This design comes from an exercise in tuning for small area on the open sky130 flow, not from production work. The RTL was checked by simulation tests, not by an equivalence proof against the original design. Power figures rest on the tool's default switching activity, not on a simulated workload.

File: config.mk
export PLATFORM = sky130hd
export DESIGN_NAME = mem
export DESIGN_NICKNAME = mem
export VERILOG_FILES = /design/flow/design.v
export SDC_FILE = /design/flow/constraint.sdc
export NUM_CORES = 4
export LEC_CHECK = 0
export CAP_MARGIN = 20
export CORE_MARGIN = 2
export CORE_UTILIZATION = 40
export SLEW_MARGIN = 20
File: constraint.sdc
create_clock -name core_clock -period 10.0 [get_ports {clk}]
set_input_delay 2.0000 -clock core_clock [delete_from_list [all_inputs] [get_ports {clk}]]
set_output_delay 2.0000 -clock core_clock [all_outputs]
set_load 0.01 [all_outputs]
File: design.v
`default_nettype none
package mem_pkg;
	typedef logic [32-1:0]                     addr_t;      
	typedef logic [64-1:0]                   data_t;      
	typedef logic [$clog2(15+1)-1:0]   tag_t;       
	typedef logic [4-1:0]                    lat_t;       
	typedef logic [$clog2(64)-1:0]        line_idx_t;  
	typedef logic [1:0]                           bus_cmd_t;
	localparam bus_cmd_t BUS_NONE  = 2'h0;
	localparam bus_cmd_t BUS_LOAD  = 2'h1;
	localparam bus_cmd_t BUS_STORE = 2'h2;
	function automatic tag_t first_tag(input logic [15-1:0] vec);
		tag_t t;
		t = '0;
		for (int k = 15 - 1; k >= 0; k--) begin  
			if (vec[k]) begin
				t = tag_t'(k + 1);
			end
		end
		first_tag = t;
	endfunction
endpackage
`default_nettype wire
`timescale 1ns/1ps
`default_nettype none
module mem_line_store (
	input  logic      clk,
	input  logic      arst_n,
	input  logic      wr_en,
	input  mem_pkg::line_idx_t wr_idx,
	input  mem_pkg::data_t     wr_data,
	input  mem_pkg::line_idx_t rd_idx,
	output mem_pkg::data_t          rd_data
);
	mem_pkg::data_t lines [64];  
	always_ff @(posedge clk or negedge arst_n) begin
		if (!arst_n) begin
			for (int i = 0; i < 64; i++) begin
				lines[i] <= '0;  
			end
		end else if (wr_en) begin
			lines[wr_idx] <= wr_data;
		end
	end
	assign rd_data = lines[rd_idx];
endmodule
`default_nettype wire
`timescale 1ns/1ps
`default_nettype none
module mem_tag_table (
	input  logic                          clk,
	input  logic                          arst_n,
	input  mem_pkg::addr_t                         proc2mem_addr,
	input  mem_pkg::data_t                         proc2mem_data,
	input  mem_pkg::bus_cmd_t                      proc2mem_command,
	input  logic [15-1:0]      pick,
	output logic [15-1:0]           ready,
	output logic [15*64-1:0]   slot_data,
	output logic                               wr_en,
	output mem_pkg::line_idx_t                          wr_idx,
	output mem_pkg::data_t                              wr_data,
	output mem_pkg::line_idx_t                          rd_idx,
	input  mem_pkg::data_t                         rd_data,
	output mem_pkg::tag_t                               mem2proc_response
);
	mem_pkg::lat_t                       cnt [15];  
	logic [15-1:0]   waiting;              
	mem_pkg::data_t                      slot_q [15];  
	logic [15-1:0]   idle;       
	logic [15-1:0]   grant_vec;  
	logic  is_load;
	logic  is_store;
	logic  addr_ok;
	logic  req_valid;
	logic  accept;
	mem_pkg::tag_t  grant_tag;
	assign is_load   = (proc2mem_command == mem_pkg::BUS_LOAD);
	assign is_store  = (proc2mem_command == mem_pkg::BUS_STORE);
	assign addr_ok   = (proc2mem_addr < mem_pkg::addr_t'(64));  
	assign req_valid = (is_load || is_store) && addr_ok;
	always_comb begin
		for (int k = 0; k < 15; k++) begin
			idle[k]  = (cnt[k] == '0) && !waiting[k];
			ready[k] = (cnt[k] == '0) && waiting[k];  
		end
	end
	assign grant_tag = mem_pkg::first_tag(idle);              
	assign accept    = req_valid && (grant_tag != '0);
	always_comb begin
		for (int k = 0; k < 15; k++) begin
			grant_vec[k] = accept && (grant_tag == mem_pkg::tag_t'(k + 1));
		end
	end
	assign rd_idx  = mem_pkg::line_idx_t'(proc2mem_addr);  
	assign wr_idx  = mem_pkg::line_idx_t'(proc2mem_addr);
	assign wr_data = proc2mem_data;
	assign wr_en   = accept && is_store;          
	always_ff @(posedge clk or negedge arst_n) begin
		if (!arst_n) begin
			for (int k = 0; k < 15; k++) begin
				cnt[k] <= '0;
			end
			waiting           <= '0;
			mem2proc_response <= '0;
		end else begin
			for (int k = 0; k < 15; k++) begin
				if (cnt[k] != '0) begin
					cnt[k] <= cnt[k] - mem_pkg::lat_t'(1);  
				end else if (grant_vec[k]) begin
					cnt[k] <= mem_pkg::lat_t'(4);
				end
				if (grant_vec[k]) begin
					waiting[k] <= 1'b1;  
				end else if (pick[k]) begin
					waiting[k] <= 1'b0;  
				end
			end
			mem2proc_response <= accept ? grant_tag : '0;  
		end
	end
	always_ff @(posedge clk) begin
		for (int k = 0; k < 15; k++) begin
			if (grant_vec[k]) begin
				slot_q[k] <= is_load ? rd_data : '0;
			end
		end
	end
	always_comb begin
		for (int k = 0; k < 15; k++) begin
			slot_data[k*64 +: 64] = slot_q[k];
		end
	end
endmodule
`default_nettype wire
`timescale 1ns/1ps
`default_nettype none
module mem_return_select (
	input  logic                          clk,
	input  logic                          arst_n,
	input  logic [15-1:0]      ready,
	input  logic [15*64-1:0] slot_data,
	output logic [15-1:0]           pick,  
	output mem_pkg::tag_t                               mem2proc_tag,
	output mem_pkg::data_t                              mem2proc_data
);
	mem_pkg::tag_t  pick_tag;   
	mem_pkg::data_t pick_data;
	assign pick_tag = mem_pkg::first_tag(ready);  
	always_comb begin
		pick      = '0;
		pick_data = '0;  
		for (int k = 0; k < 15; k++) begin
			if (pick_tag == mem_pkg::tag_t'(k + 1)) begin
				pick[k]   = 1'b1;
				pick_data = slot_data[k*64 +: 64];
			end
		end
	end
	always_ff @(posedge clk or negedge arst_n) begin
		if (!arst_n) begin
			mem2proc_tag  <= '0;
			mem2proc_data <= '0;
		end else begin
			mem2proc_tag  <= pick_tag;   
			mem2proc_data <= pick_data;  
		end
	end
endmodule
`default_nettype wire
`timescale 1ns/1ps
`default_nettype none
module mem (
	input  logic     clk,
	input  logic     arst_n,
	input  mem_pkg::addr_t    proc2mem_addr,
	input  mem_pkg::data_t    proc2mem_data,
	input  mem_pkg::bus_cmd_t proc2mem_command,    
	output mem_pkg::tag_t          mem2proc_response,   
	output mem_pkg::data_t         mem2proc_data,       
	output mem_pkg::tag_t          mem2proc_tag         
);
	logic                               wr_en;
	mem_pkg::line_idx_t                          wr_idx;
	mem_pkg::data_t                              wr_data;
	mem_pkg::line_idx_t                          rd_idx;
	mem_pkg::data_t                              rd_data;    
	logic [15-1:0]           ready;      
	logic [15-1:0]           pick;
	logic [15*64-1:0]   slot_data;
	mem_tag_table tag_table_i (
		.clk               (clk),
		.arst_n            (arst_n),
		.proc2mem_addr     (proc2mem_addr),
		.proc2mem_data     (proc2mem_data),
		.proc2mem_command  (proc2mem_command),
		.pick              (pick),
		.ready             (ready),
		.slot_data         (slot_data),
		.wr_en             (wr_en),
		.wr_idx            (wr_idx),
		.wr_data           (wr_data),
		.rd_idx            (rd_idx),
		.rd_data           (rd_data),
		.mem2proc_response (mem2proc_response)
	);
	mem_line_store line_store_i (
		.clk     (clk),
		.arst_n  (arst_n),
		.wr_en   (wr_en),
		.wr_idx  (wr_idx),
		.wr_data (wr_data),
		.rd_idx  (rd_idx),
		.rd_data (rd_data)
	);
	mem_return_select return_select_i (
		.clk           (clk),
		.arst_n        (arst_n),
		.ready         (ready),
		.slot_data     (slot_data),
		.pick          (pick),
		.mem2proc_tag  (mem2proc_tag),
		.mem2proc_data (mem2proc_data)
	);
endmodule
`default_nettype wire
File: run.sh
#!/bin/bash
# synth_recipe.tcl (not shown) runs the flow's synth.tcl, then flattens the netlist and writes it again
# the make line also repeats each setting of config.mk as NAME=value (left out here)
make -C /OpenROAD-flow-scripts/flow DESIGN_CONFIG=/design/flow/config.mk WORK_HOME=/design/flow/orfs CLKGATE_MAP_FILE= SYNTH_SCRIPT=/design/flow/synth_recipe.tcl finish
==> run summary <==
-- routing by layer --
| layer | vias up | share of wire | GRT usage |
|---|---|---|---|
| li1 | 57400 | - | - |
| met1 | 81500 | 0.38 | 0.424 |
| met2 | 10100 | 0.44 | 0.482 |
| met3 | 2784 | 0.11 | 0.0766 |
| met4 | 60 | 0.065 | 0.175 |
| met5 | - | 0.00042 | 0 |
-- cells in the final DEF (no fill, tap or decap), drive strengths merged, types with 55 or more instances in the layout --
cell,instances
diode,55
nand2,228
nor3,212
a21oi,248
o21ai,230
nor2,252
nor4,69
clkdlybuf4s50,106
o211ai,61
edfxtp,960
a22o,430
a221oi,539
nand4,329
buf,643
dfrtp,4243
nand3,192
clkinv,114
mux2,4096
a22oi,1159
o22ai,87
clkbuf,808
-- worst reg2reg max path, stage by stage, from the launching register on --
cell and delay, ns:
dfrtp_1 0.42, nor4_1 0.14, nor2b_1 0.19, nor3_1 0.58, a31oi_4 0.34, o211ai_1 0.81
buf_4 0.44, buf_4 0.66, buf_4 0.99, nor3_4 0.07, buf_4 0.38, buf_4 0.45
mux2_1 0.46
-- per-stage QoR --
step                      cells  utilization  hold WS (ns)  setup WS, ns  area (sq um)
final                     22700        0.451         0.470          3.23        247000
after global routing      22700        0.451         0.495          3.08        247000
after CTS                 22700        0.450         0.474          3.45        247000
after detailed placement  21700        0.417         0.464          2.32        229000
after global placement    21700        0.417         0.457          2.33        228000
after floorplan           15100            -         0.435          1.70        220000
-- power groups by stage --
| stage | sequential [mW] | combinational [mW] | clock [mW] |
|---|---|---|---|
| final | 21.5 | 0.972 | 20.7 |
| after global routing | 21.5 | 1.03 | 21.6 |
| after CTS | 21.5 | 0.946 | 20.8 |
| after detailed placement | 21.9 | 0.944 | 0 |
| after global placement | 21.9 | 0.943 | 0 |
| after floorplan | 21.9 | 0.263 | 0 |
-- cell type report --
cell class,count,area share
multi-input cells,8464,0.313
inverters,11,0.000172
repair buffers,749,0.0299
flip-flops and latches,5203,0.547
diodes,55,0.000557
clock inverters,166,0.00790
well taps,7261,0.0368
clock buffers,808,0.0648
-- cells by family (layout without fill, tap and decap cells) --
| group | count (synthesis) | count (layout) |
|---|---|---|
| other | 0 | 55 |
| XOR/XNOR | 7 | 7 |
| AO/OA/AOI/OAI | 2987 | 2987 |
| multiplexers | 4106 | 4106 |
| AND/OR/NAND/NOR | 1362 | 1362 |
| adder cells (fa/ha/maj) | 2 | 2 |
| flip-flops | 5203 | 5203 |
| buffers and inverters | 1436 | 1734 |
-- final timing paths --
kind,to,slack (ns),cells after the start,start
setup / recovery,line_store_i.lines[13][31],3.23,14,proc2mem_command[0]
hold / removal,tag_table_i.cnt[7][0],0.47,1,tag_table_i.cnt[7][0]
setup reg to reg,line_store_i.lines[33][60],3.95,12,tag_table_i.cnt[3][0]
hold reg to reg,tag_table_i.cnt[7][0],0.47,1,tag_table_i.cnt[7][0]
max in group asynchronous,line_store_i.lines[43][3],6.60,4,arst_n
min in group asynchronous,tag_table_i.cnt[14][3],0.91,1,arst_n
-- registers in the layout (all words and copies together) (netlist names) --
| register | count |
|---|---|
| tag_table_i.slot_q | 960 |
| tag_table_i.waiting | 15 |
| line_store_i.lines | 4096 |
| tag_table_i.mem2proc_response | 4 |
| return_select_i.mem2proc_tag | 4 |
| tag_table_i.cnt | 60 |
| return_select_i.mem2proc_data | 64 |
==> impl_metrics.json <==
{
  "netlist_instances": 15100,
  "drtAntennaViolNets": 0,
  "synth.top_cells.by_area": "dfrtp_1 (48%), mux2_2 (19%), edfxtp_1 (13%)",
  "dieArea_sq_mm": 0.555,
  "cts_hold_buf": 0,
  "yosysMostFrequentCell": "dfrtp_1",
  "drive_gt1_frac": 0.353,
  "slew_headroom": 0.132,
  "first_iter_violations": 22700,
  "grt_usage": 0.319,
  "rows": 272,
  "synthAdderAreaFrac": 0.000114,
  "vias_per_cell": 6.68,
  "skew_ns": 0.108,
  "drc": 0,
  "synthMuxAreaShare": 0.211,
  "grt.overflow.total": 0,
  "crit_chain": "clkdlybuf4s50_1 -> inv_1 -> ha_1 -> nor4_1 -> nand4_1 -> nor2_1 -> o211ai_1 -> buf_4 -> buf_4 -> buf_4 -> nor3_4 -> buf_4 -> buf_4 -> mux2_2",
  "grt_max_degree": 181,
  "multi_input_area_sq_mm": 0.0774,
  "cts_buffer_depth": 4,
  "worstPathMaxFanout": 35,
  "yosysWarnings": 6,
  "synth_compound_area_frac": 0.103,
  "start_kind": "primary input",
  "cts_tree": "built",
  "grt_pass1_wl_um": 1240000,
  "synthDistinctLibCells": 67,
  "clk_pin_slew_ns": 0.06,
  "slowest_stage": "buf_4",
  "p_leak_nw": 110,
  "rsz0062_at_grt": "no",
  "antenna_found_initial": 110,
  "drt-pass1-iter-count": 8,
  "finalPower_mw": 43.2,
  "cp_slowest_stage_delay_ns": 0.62,
  "synth_simple_gate_area_frac": 0.0343,
  "coreArea_sq_mm": 0.548,
  "ios": 172,
  "synthXorXnorAreaFrac": 0.000279,
  "cts_resized": 0,
  "final.period_utilization": 0.677,
  "insertion_delay_ns": 1.15,
  "yosysSeqAreaShare": 0.615,
  "routed_wl_um": 905000,
  "synth_seq_cells": 5203,
  "seq_power_share": 0.499,
  "required_ns": 10.95,
  "period_needed_ns": 6.77,
  "wl_per_cell_um": 39.9,
  "fmax_ghz": 0.148,
  "synth_nets": 15200,
  "vdd_ir_drop_max_v": 0.000197,
  "dp_hpwl_um": 486000,
  "numCtsBuffers": 553,
  "criticalPathCategory": "primary input to flop",
  "synth_edf_count": 960,
  "num_vias": 152000,
  "h-tree-depth": 6,
  "swShare": 0.228,
  "synth.top_cell.area_share": 0.484,
  "fin_tns_setup_ns": 0,
  "die_y_um": 745,
  "grt_pass1_vias": 146000,
  "synthArstFlopShare": 0.815,
  "setup_viol": 0,
  "clock_sinks": 5203,
  "final.fill_count": 48800,
  "synth.avg_cell_area_sq_um": 14.5,
  "syn-cell-area_sq_mm": 0.220,
  "hold_path_class": "flop to flop",
  "worstMarginPinSlew_ns": 1.30,
  "die_x_um": 745,
  "cap_violations": 0,
  "p_sw_mw": 9.85,
  "cp.buffers_inverters": 7,
  "cp-end-kind": "flop",
  "gp_congestion": 0.834,
  "root_buffer": "clkbuf_16",
  "seq_area_sq_mm": 0.135,
  "portBuffers": 171,
  "status": "no timing/DRC/antenna violations",
  "internal-power_mw": 33.3,
  "synth_top_cell_by_area": "dfrtp_1",
  "drv_slew": 0,
  "area_delta_synth_final_pct": 12.5,
  "hold_viol": 0,
  "post_cts_buffers": 0,
  "synth_common_cells": "dfrtp_1 (4243), mux2_2 (3743), a22oi_1 (1159)",
  "worstPathArrival_ns": 7.72,
  "pwr-share-clk": 0.479,
  "power_density_mw_per_mm2": 175,
  "crit_top_cell": "buf_4",
  "combPwrFrac": 0.022,
  "synth_top_family_by_area": "multiplexers",
  "nets": 15100,
  "cp_top_family": "buffers and inverters",
  "synth_flop_cell": "dfrtp_1",
  "initial_core_util": 0.401
}

[port drivers added, routing unchanged]
How much do the figures lean on ideal ports? The routed layout below was timed once more, with nothing changed but the port constraints.
Step 1 sets driving cells, clkbuf_16 on the clock port and buf_2 on the other inputs (assumed; they add their load-dependent delay and slew).
Step 2, shift: input delay + t, output delay - t, t = (earliest + latest rising clock arrival at the registers) / 2. This alone moves slack from input paths to output paths.
a / b / c = ideal ports / drivers / drivers and shift; a / b = the first two.
t (ns): 1.238
setup WS [ns]: 3.235 / 3.351 / 2.114
worst setup path after step 2: input to register
slew at the worst register clock pin (ns): 0.07 / 0.07
cell pins on the clock port's net: 1
After both steps this run still meets setup and hold. The setup slack of this run moves by +0.116 ns with the drivers and by -1.121 ns with both steps.
